From an optimization exercise on the open Yosys and OpenROAD flow, aimed at small area, a short achievable clock period and few clock cycles; shortcuts taken in it are not production practice.
At most, simulation tests tie the RTL to the original design; equivalence was not proved.

==> inputs of 10-18 <==
==> flow/design.v <==
`default_nettype none
package kdr_pkg;
  localparam int DATA_W = 32;
  localparam int PARAM_W = 16;
  localparam int ACT_W = 3;
  localparam int CFG_IDX_W = 3;
  localparam int KEY_COUNT_DEF = 32;
  localparam int TIMER_BITS_DEF = 16;
  localparam logic [ACT_W-1:0] ACT_TICK   = 3'd0;
  localparam logic [ACT_W-1:0] ACT_PRESS  = 3'd1;
  localparam logic [ACT_W-1:0] ACT_REPEAT = 3'd2;
  localparam logic [ACT_W-1:0] ACT_SHORT  = 3'd3;
  localparam logic [ACT_W-1:0] ACT_LONG   = 3'd4;
  localparam logic [ACT_W-1:0] ACT_CHORD  = 3'd5;
  localparam logic [CFG_IDX_W-1:0] REG_ENABLED     = 3'd0;
  localparam logic [CFG_IDX_W-1:0] REG_ACTIVE_HIGH = 3'd1;
  localparam logic [CFG_IDX_W-1:0] REG_REPEAT_KEYS = 3'd2;
  localparam logic [CFG_IDX_W-1:0] REG_FIRST_DELAY = 3'd3;
  localparam logic [CFG_IDX_W-1:0] REG_PERIOD      = 3'd4;
  localparam logic [PARAM_W-1:0] FIRST_DELAY_RST = 16'd50;
  localparam logic [PARAM_W-1:0] PERIOD_RST      = 16'd20;
  typedef struct packed {
    logic [DATA_W-1:0]  enabled_keys;
    logic [DATA_W-1:0]  active_high_keys;
    logic [DATA_W-1:0]  repeat_keys;
    logic [PARAM_W-1:0] repeat_first_delay;
    logic [PARAM_W-1:0] repeat_period;
  } kdr_cfg_t;
  typedef struct packed {
    logic [ACT_W-1:0]  action;
    logic [DATA_W-1:0] pin_levels;
    logic [DATA_W-1:0] query_mask;
  } kdr_item_t;
  typedef struct packed {
    logic [DATA_W-1:0] selected_keys;
    logic [DATA_W-1:0] pending_presses;
    logic [DATA_W-1:0] debounced_keys;
  } kdr_res_t;
endpackage
`default_nettype wire
`default_nettype none
import kdr_pkg::*;
module kdr_cfg_regs (
  input  wire logic  clk,
  input  wire logic  rst_n,
  input  wire logic                 cfg_valid,
  output      logic                 cfg_ready,
  input  wire logic [CFG_IDX_W-1:0] cfg_index,
  input  wire logic [DATA_W-1:0]    cfg_data,
  output kdr_pkg::kdr_cfg_t   cfg
);
  kdr_pkg::kdr_cfg_t cfg_r;
  kdr_pkg::kdr_cfg_t cfg_nxt;
  assign cfg_ready = 1'b1;
  assign cfg = cfg_r;
  always_comb begin
    cfg_nxt = cfg_r;
    if (cfg_valid) begin
      case (cfg_index)
        REG_ENABLED:     cfg_nxt.enabled_keys = cfg_data;
        REG_ACTIVE_HIGH: cfg_nxt.active_high_keys = cfg_data;
        REG_REPEAT_KEYS: cfg_nxt.repeat_keys = cfg_data;
        REG_FIRST_DELAY: cfg_nxt.repeat_first_delay = cfg_data[PARAM_W-1:0];
        REG_PERIOD:      cfg_nxt.repeat_period = cfg_data[PARAM_W-1:0];
        default:         cfg_nxt = cfg_r;
      endcase
    end
  end
  always_ff @(posedge clk) begin
    if (!rst_n) begin
      cfg_r.enabled_keys       <= '0;
      cfg_r.active_high_keys   <= '0;
      cfg_r.repeat_keys        <= '0;
      cfg_r.repeat_first_delay <= FIRST_DELAY_RST;
      cfg_r.repeat_period      <= PERIOD_RST;
    end else begin
      cfg_r <= cfg_nxt;
    end
  end
endmodule
`default_nettype wire
`default_nettype none
import kdr_pkg::*;
module kdr_state (
  input  wire logic                 clk,
  input  wire logic                 rst_n,
  input  wire logic                 acc,
  input  wire logic [ACT_W-1:0]     action,
  input  wire logic [DATA_W-1:0]    pins,
  input  wire logic [DATA_W-1:0]    q,
  input  wire kdr_pkg::kdr_cfg_t    cfg,
  output      logic [DATA_W-1:0]    sel_o,
  output      logic [DATA_W-1:0]    press_o,
  output      logic [DATA_W-1:0]    stable_o
);
  logic [DATA_W-1:0]  press_r, stable_r, rep_r, lo_r, hi_r, sel_r;
  logic [PARAM_W-1:0] tmr_r;
  logic               tpend_r;
  logic [DATA_W-1:0] en, ah, rk;
  assign en = cfg.enabled_keys;
  assign ah = cfg.active_high_keys;
  assign rk = cfg.repeat_keys;
  logic                any_rk;
  logic                fire;
  logic [PARAM_W-1:0]  tmr_dec, fd_dec;
  logic [DATA_W-1:0]   rep_eff;
  assign any_rk  = |(stable_r & rk);
  assign tmr_dec = tmr_r - 1'b1;
  assign fd_dec  = cfg.repeat_first_delay - 1'b1;
  assign fire    = tpend_r && (any_rk ? (tmr_r == PARAM_W'(1))
                                      : (cfg.repeat_first_delay == PARAM_W'(1)));
  assign rep_eff = rep_r | ({DATA_W{fire}} & stable_r & rk);
  logic a_tick, a_press, a_rep, a_short, a_long, a_chord;
  assign a_tick  = (action == ACT_TICK);
  assign a_press = (action == ACT_PRESS);
  assign a_rep   = (action == ACT_REPEAT);
  assign a_short = (action == ACT_SHORT);
  assign a_long  = (action == ACT_LONG);
  assign a_chord = (action == ACT_CHORD);
  logic [DATA_W-1:0] chg, lo_n, hi_n, toggle, stable_n;
  assign chg      = (stable_r ^ ~(pins ^ ah)) & en;
  assign lo_n     = ~(lo_r & chg);
  assign hi_n     = lo_n ^ (hi_r & chg);
  assign toggle   = chg & lo_n & hi_n;
  assign stable_n = stable_r ^ toggle;
  logic              chord_ok;
  logic [DATA_W-1:0] rsel, pclr, sel, press_n, rep_n;
  assign chord_ok = &(press_r | ~q);
  assign rsel     = q & rep_eff & {DATA_W{a_rep | a_long}};
  assign pclr     = q & press_r & ({DATA_W{a_press | (a_chord & chord_ok)}} |
                                   ({DATA_W{a_short}} & ~stable_r) |
                                   ({DATA_W{a_long}} & rep_eff));
  assign sel      = a_rep ? rsel : pclr;
  assign press_n  = a_tick ? (press_r | (stable_n & toggle)) : (press_r & ~pclr);
  assign rep_n    = rep_eff & ~rsel;
  always_ff @(posedge clk) begin
    if (!rst_n) begin
      press_r  <= '0;
      stable_r <= '0;
      rep_r    <= '0;
      lo_r     <= '1;
      hi_r     <= '1;
      tmr_r    <= '0;
      tpend_r  <= 1'b0;
    end else begin
      tpend_r <= acc && a_tick;
      if (fire) begin
        tmr_r <= cfg.repeat_period;
      end else if (tpend_r) begin
        tmr_r <= any_rk ? tmr_dec : fd_dec;
      end
      if (acc) begin
        press_r <= press_n;
        rep_r   <= rep_n;
      end else begin
        rep_r   <= rep_eff;
      end
      if (acc && a_tick) begin
        stable_r <= stable_n;
        lo_r     <= lo_n;
        hi_r     <= hi_n;
      end
    end
  end
  always_ff @(posedge clk) begin
    if (acc) begin
      sel_r <= sel;
    end
  end
  assign sel_o    = sel_r;
  assign press_o  = press_r;
  assign stable_o = stable_r;
endmodule
`default_nettype wire
`default_nettype none
import kdr_pkg::*;
module key_debounce_repeat_unit #(
  parameter int KEY_COUNT  = KEY_COUNT_DEF,
  parameter int TIMER_BITS = TIMER_BITS_DEF
) (
  input wire logic   clk,
  input wire logic   rst_n,
  input  wire logic                 in_valid,
  output      logic                 in_ready,
  input  wire logic [ACT_W-1:0]     in_action,
  input  wire logic [DATA_W-1:0]    in_pin_levels,
  input  wire logic [DATA_W-1:0]    in_query_mask,
  output      logic                 out_valid,
  input  wire logic                 out_ready,
  output      logic [DATA_W-1:0]    out_selected_keys,
  output      logic [DATA_W-1:0]    out_pending_presses,
  output      logic [DATA_W-1:0]    out_debounced_keys,
  input  wire logic                 cfg_valid,
  output      logic                 cfg_ready,
  input  wire logic [CFG_IDX_W-1:0] cfg_index,
  input  wire logic [DATA_W-1:0]    cfg_data
);
  kdr_pkg::kdr_cfg_t cfg;
  logic              out_v_r;
  logic              acc;
  kdr_cfg_regs u_cfg (
    .clk       (clk),
    .rst_n     (rst_n),
    .cfg_valid (cfg_valid),
    .cfg_ready (cfg_ready),
    .cfg_index (cfg_index),
    .cfg_data  (cfg_data),
    .cfg       (cfg)
  );
  assign in_ready = !out_v_r || out_ready;
  assign acc      = in_valid && in_ready;
  kdr_state u_state (
    .clk      (clk),
    .rst_n    (rst_n),
    .acc      (acc),
    .action   (in_action),
    .pins     (in_pin_levels),
    .q        (in_query_mask),
    .cfg      (cfg),
    .sel_o    (out_selected_keys),
    .press_o  (out_pending_presses),
    .stable_o (out_debounced_keys)
  );
  always_ff @(posedge clk) begin
    if (!rst_n) begin
      out_v_r <= 1'b0;
    end else if (in_ready) begin
      out_v_r <= in_valid;
    end
  end
  assign out_valid = out_v_r;
endmodule
`default_nettype wire
==> flow/run.sh <==
#!/bin/bash
# synth_recipe.tcl (not shown) runs the flow's synth.tcl, then flattens the netlist and writes it again
# the make line also repeats each setting of config.mk as NAME=value (left out here)
make -C /OpenROAD-flow-scripts/flow DESIGN_CONFIG=/design/flow/config.mk WORK_HOME=/design/flow/orfs CLKGATE_MAP_FILE= SYNTH_SCRIPT=/design/flow/synth_recipe.tcl finish
==> flow/config.mk <==
export PLATFORM = sky130hd
export DESIGN_NAME = key_debounce_repeat_unit
export DESIGN_NICKNAME = key_debounce_repeat_unit
export VERILOG_FILES = /design/flow/design.v
export SDC_FILE = /design/flow/constraint.sdc
export NUM_CORES = 4
export LEC_CHECK = 0
export CAP_MARGIN = 20
export CORE_MARGIN = 2
export CORE_UTILIZATION = 60
export SETUP_SLACK_MARGIN = 2.4
export SLEW_MARGIN = 20
==> flow/constraint.sdc <==
create_clock -name core_clock -period 5.0 [get_ports {clk}]
set_input_delay 1.0000 -clock core_clock [delete_from_list [all_inputs] [get_ports {clk}]]
set_output_delay 1.0000 -clock core_clock [all_outputs]
set_load 0.01 [all_outputs]
==> 09-19: changes against 10-18 <==
--- a/flow/design.v
+++ b/flow/design.v
@@ -50,32 +50,30 @@
   output kdr_pkg::kdr_cfg_t   cfg
 );
-  kdr_pkg::kdr_cfg_t cfg_r;
-  kdr_pkg::kdr_cfg_t cfg_nxt;
+  logic [DATA_W-1:0]  en_r, ah_r, rk_r;
+  logic [PARAM_W-1:0] fd_r, per_r;
+  logic [DATA_W-1:0]  wd;
+  logic [PARAM_W-1:0] wd_fd, wd_per;
+  logic               we_en, we_ah, we_rk, we_fd, we_per;
   assign cfg_ready = 1'b1;
-  assign cfg = cfg_r;
-  always_comb begin
-    cfg_nxt = cfg_r;
-    if (cfg_valid) begin
-      case (cfg_index)
-        REG_ENABLED:     cfg_nxt.enabled_keys = cfg_data;
-        REG_ACTIVE_HIGH: cfg_nxt.active_high_keys = cfg_data;
-        REG_REPEAT_KEYS: cfg_nxt.repeat_keys = cfg_data;
-        REG_FIRST_DELAY: cfg_nxt.repeat_first_delay = cfg_data[PARAM_W-1:0];
-        REG_PERIOD:      cfg_nxt.repeat_period = cfg_data[PARAM_W-1:0];
-        default:         cfg_nxt = cfg_r;
-      endcase
-    end
-  end
-  always_ff @(posedge clk) begin
-    if (!rst_n) begin
-      cfg_r.enabled_keys       <= '0;
-      cfg_r.active_high_keys   <= '0;
-      cfg_r.repeat_keys        <= '0;
-      cfg_r.repeat_first_delay <= FIRST_DELAY_RST;
-      cfg_r.repeat_period      <= PERIOD_RST;
-    end else begin
-      cfg_r <= cfg_nxt;
-    end
-  end
+  assign wd     = cfg_data & {DATA_W{rst_n}};
+  assign wd_fd  = (cfg_data[PARAM_W-1:0] & {PARAM_W{rst_n}}) | (FIRST_DELAY_RST & {PARAM_W{~rst_n}});
+  assign wd_per = (cfg_data[PARAM_W-1:0] & {PARAM_W{rst_n}}) | (PERIOD_RST & {PARAM_W{~rst_n}});
+  assign we_en  = ~rst_n | (cfg_valid & (cfg_index == REG_ENABLED));
+  assign we_ah  = ~rst_n | (cfg_valid & (cfg_index == REG_ACTIVE_HIGH));
+  assign we_rk  = ~rst_n | (cfg_valid & (cfg_index == REG_REPEAT_KEYS));
+  assign we_fd  = ~rst_n | (cfg_valid & (cfg_index == REG_FIRST_DELAY));
+  assign we_per = ~rst_n | (cfg_valid & (cfg_index == REG_PERIOD));
+  always_ff @(posedge clk) begin
+    if (we_en)  en_r  <= wd;
+    if (we_ah)  ah_r  <= wd;
+    if (we_rk)  rk_r  <= wd;
+    if (we_fd)  fd_r  <= wd_fd;
+    if (we_per) per_r <= wd_per;
+  end
+  assign cfg.enabled_keys       = en_r;
+  assign cfg.active_high_keys   = ah_r;
+  assign cfg.repeat_keys        = rk_r;
+  assign cfg.repeat_first_delay = fd_r;
+  assign cfg.repeat_period      = per_r;
 endmodule
 `default_nettype wire
@@ -94,5 +92,5 @@
   output      logic [DATA_W-1:0]    stable_o
 );
-  logic [DATA_W-1:0]  press_r, stable_r, rep_r, lo_r, hi_r, sel_r;
+  logic [DATA_W-1:0]  press_r, stable_r, rep_r, cnt_a_r, cnt_b_r, sel_r;
   logic [PARAM_W-1:0] tmr_r;
   logic               tpend_r;
@@ -111,19 +109,19 @@
                                       : (cfg.repeat_first_delay == PARAM_W'(1)));
   assign rep_eff = rep_r | ({DATA_W{fire}} & stable_r & rk);
-  logic a_tick, a_press, a_rep, a_short, a_long, a_chord;
-  assign a_tick  = (action == ACT_TICK);
-  assign a_press = (action == ACT_PRESS);
-  assign a_rep   = (action == ACT_REPEAT);
-  assign a_short = (action == ACT_SHORT);
-  assign a_long  = (action == ACT_LONG);
-  assign a_chord = (action == ACT_CHORD);
-  logic [DATA_W-1:0] chg, lo_n, hi_n, toggle, stable_n;
-  assign chg      = (stable_r ^ ~(pins ^ ah)) & en;
-  assign lo_n     = ~(lo_r & chg);
-  assign hi_n     = lo_n ^ (hi_r & chg);
-  assign toggle   = chg & lo_n & hi_n;
-  assign stable_n = stable_r ^ toggle;
+  logic t_tick, a_press, a_rep, a_short, a_long, a_chord;
+  assign t_tick  = acc && (action == ACT_TICK);
+  assign a_press = acc && (action == ACT_PRESS);
+  assign a_rep   = acc && (action == ACT_REPEAT);
+  assign a_short = acc && (action == ACT_SHORT);
+  assign a_long  = acc && (action == ACT_LONG);
+  assign a_chord = acc && (action == ACT_CHORD);
+  logic [DATA_W-1:0] lvl, te, dis, upd_s, set_p;
+  assign lvl   = ~(pins ^ ah);                          
+  assign te    = {DATA_W{t_tick}} & en;                 
+  assign dis   = te & (stable_r ^ lvl);                 
+  assign upd_s = te & cnt_b_r & ~cnt_a_r;               
+  assign set_p = upd_s & lvl & ~stable_r;               
   logic              chord_ok;
-  logic [DATA_W-1:0] rsel, pclr, sel, press_n, rep_n;
+  logic [DATA_W-1:0] rsel, pclr, sel;
   assign chord_ok = &(press_r | ~q);
   assign rsel     = q & rep_eff & {DATA_W{a_rep | a_long}};
@@ -132,6 +130,4 @@
                                    ({DATA_W{a_long}} & rep_eff));
   assign sel      = a_rep ? rsel : pclr;
-  assign press_n  = a_tick ? (press_r | (stable_n & toggle)) : (press_r & ~pclr);
-  assign rep_n    = rep_eff & ~rsel;
   always_ff @(posedge clk) begin
     if (!rst_n) begin
@@ -139,10 +135,10 @@
       stable_r <= '0;
       rep_r    <= '0;
-      lo_r     <= '1;
-      hi_r     <= '1;
+      cnt_a_r  <= '0;
+      cnt_b_r  <= '0;
       tmr_r    <= '0;
       tpend_r  <= 1'b0;
     end else begin
-      tpend_r <= acc && a_tick;
+      tpend_r <= t_tick;
       if (fire) begin
         tmr_r <= cfg.repeat_period;
@@ -150,14 +146,10 @@
         tmr_r <= any_rk ? tmr_dec : fd_dec;
       end
-      if (acc) begin
-        press_r <= press_n;
-        rep_r   <= rep_n;
-      end else begin
-        rep_r   <= rep_eff;
-      end
-      if (acc && a_tick) begin
-        stable_r <= stable_n;
-        lo_r     <= lo_n;
-        hi_r     <= hi_n;
+      press_r  <= (press_r | set_p) & ~pclr;
+      rep_r    <= rep_eff & ~rsel;
+      stable_r <= (upd_s & lvl) | (~upd_s & stable_r);
+      if (t_tick) begin
+        cnt_a_r <= dis & ~cnt_b_r;
+        cnt_b_r <= dis & cnt_a_r;
       end
     end
==> flow/flow/run.sh (new file) <==
#!/bin/bash
# The standard layout, with two changes: ports are buffered with plain buf_1
# cells (timing repair may upsize them) instead of the delay cells buffer_ports
# picks by default, and clock tree synthesis inserts no dummy loads.
set -euo pipefail
export BUFFER_PORTS_ARGS="-buffer_cell sky130_fd_sc_hd__buf_1"
export CTS_ARGS="-sink_clustering_enable -repair_clock_nets -dont_use_dummy_load -buf_list {sky130_fd_sc_hd__clkbuf_4 sky130_fd_sc_hd__clkbuf_8}"
bash standard.sh > standard_flow.log 2>&1
==> flow/standard.sh (new file) <==
#!/bin/bash
# synth_recipe.tcl (not shown) runs the flow's synth.tcl, then flattens the netlist and writes it again
# the make line also repeats each setting of config.mk as NAME=value (left out here)
make -C /OpenROAD-flow-scripts/flow DESIGN_CONFIG=/design/flow/config.mk WORK_HOME=/design/flow/orfs CLKGATE_MAP_FILE= SYNTH_SCRIPT=/design/flow/synth_recipe.tcl "${@:-finish}"
- CORE_UTILIZATION: 60 -> 45
- SETUP_SLACK_MARGIN: 2.4 -> 2.7
removed: flow/run.sh
==> comparison table <==
metric	09-19	10-18
Number of well-tap cells placed	448	335
Met2 Routed Length	24.3 mm	24.2 mm
Status	finished clean	finished clean
Clock tree root buffer cell	sky130_fd_sc_hd__clkbuf_8	sky130_fd_sc_hd__clkbuf_16
Routed WL	51.0 mm	54.5 mm
Final standard cell count with taps included and fillers excluded	2115	2518
Sequential cell area	0.00843 mm²	0.00713 mm²
Starting DRT DRC Count	1259	2132
Number of clock buffer instances in the layout	56	52
Final setup margin	2.10 ns	2.39 ns
Final core utilization	55.7%	77.1%
Final HPWL from detailed placement	33.1 mm	33.6 mm
Register-to-register path setup slack	2.10 ns	2.42 ns
Via count of the first global-routing pass	12300	14700
Net count, final	1778	2297
Share of final layout cell area taken by clock buffers and inverters	4.12%	5.70%
Synth area leader	sky130_fd_sc_hd__edfxtp_1	sky130_fd_sc_hd__dfxtp_1
Share of cell area taken by multi-input logic gates	40.0%	42.1%
Number of cells in the design after placement	2025	2419
Number of antenna violations at the first check in global routing	4	9
Testbench counts of 10-18, summed over its fixed seeds: cycles 24,131.
The RTL of 09-19 was laid out without a check of its function.

static timing again, ports no longer ideal:
No port has a modelled driver above. Below, the same layouts with a new extraction and two added sets of constraints. Step 1 (the two cells are an assumption about what drives the block):
set clk [get_ports {clk}]
set_driving_cell -lib_cell sky130_fd_sc_hd__clkbuf_16 $clk
set_driving_cell -lib_cell sky130_fd_sc_hd__buf_2 [delete_from_list [all_inputs] $clk]
Step 2 also shifts input and output timing later by t, the mid clock arrival at the registers, as if the neighbouring blocks saw the same clock. a / b / c = no drivers / after step 1 / after step 2; a / b = the first two.
run | shift t [ns] | setup slack, ns | hold slack, ns
10-18 | 0.558 | 2.390 / 2.340 / 1.861 | 0.452 / 0.452 / 0.452
09-19 | 0.637 | 2.102 / 2.102 / 1.587 | 0.461 / 0.461 / 0.461
After both steps every run listed still meets setup and hold. For 10-18, which loses most, drivers alone change the setup slack by -0.050 ns; drivers and shift together by -0.529 ns.
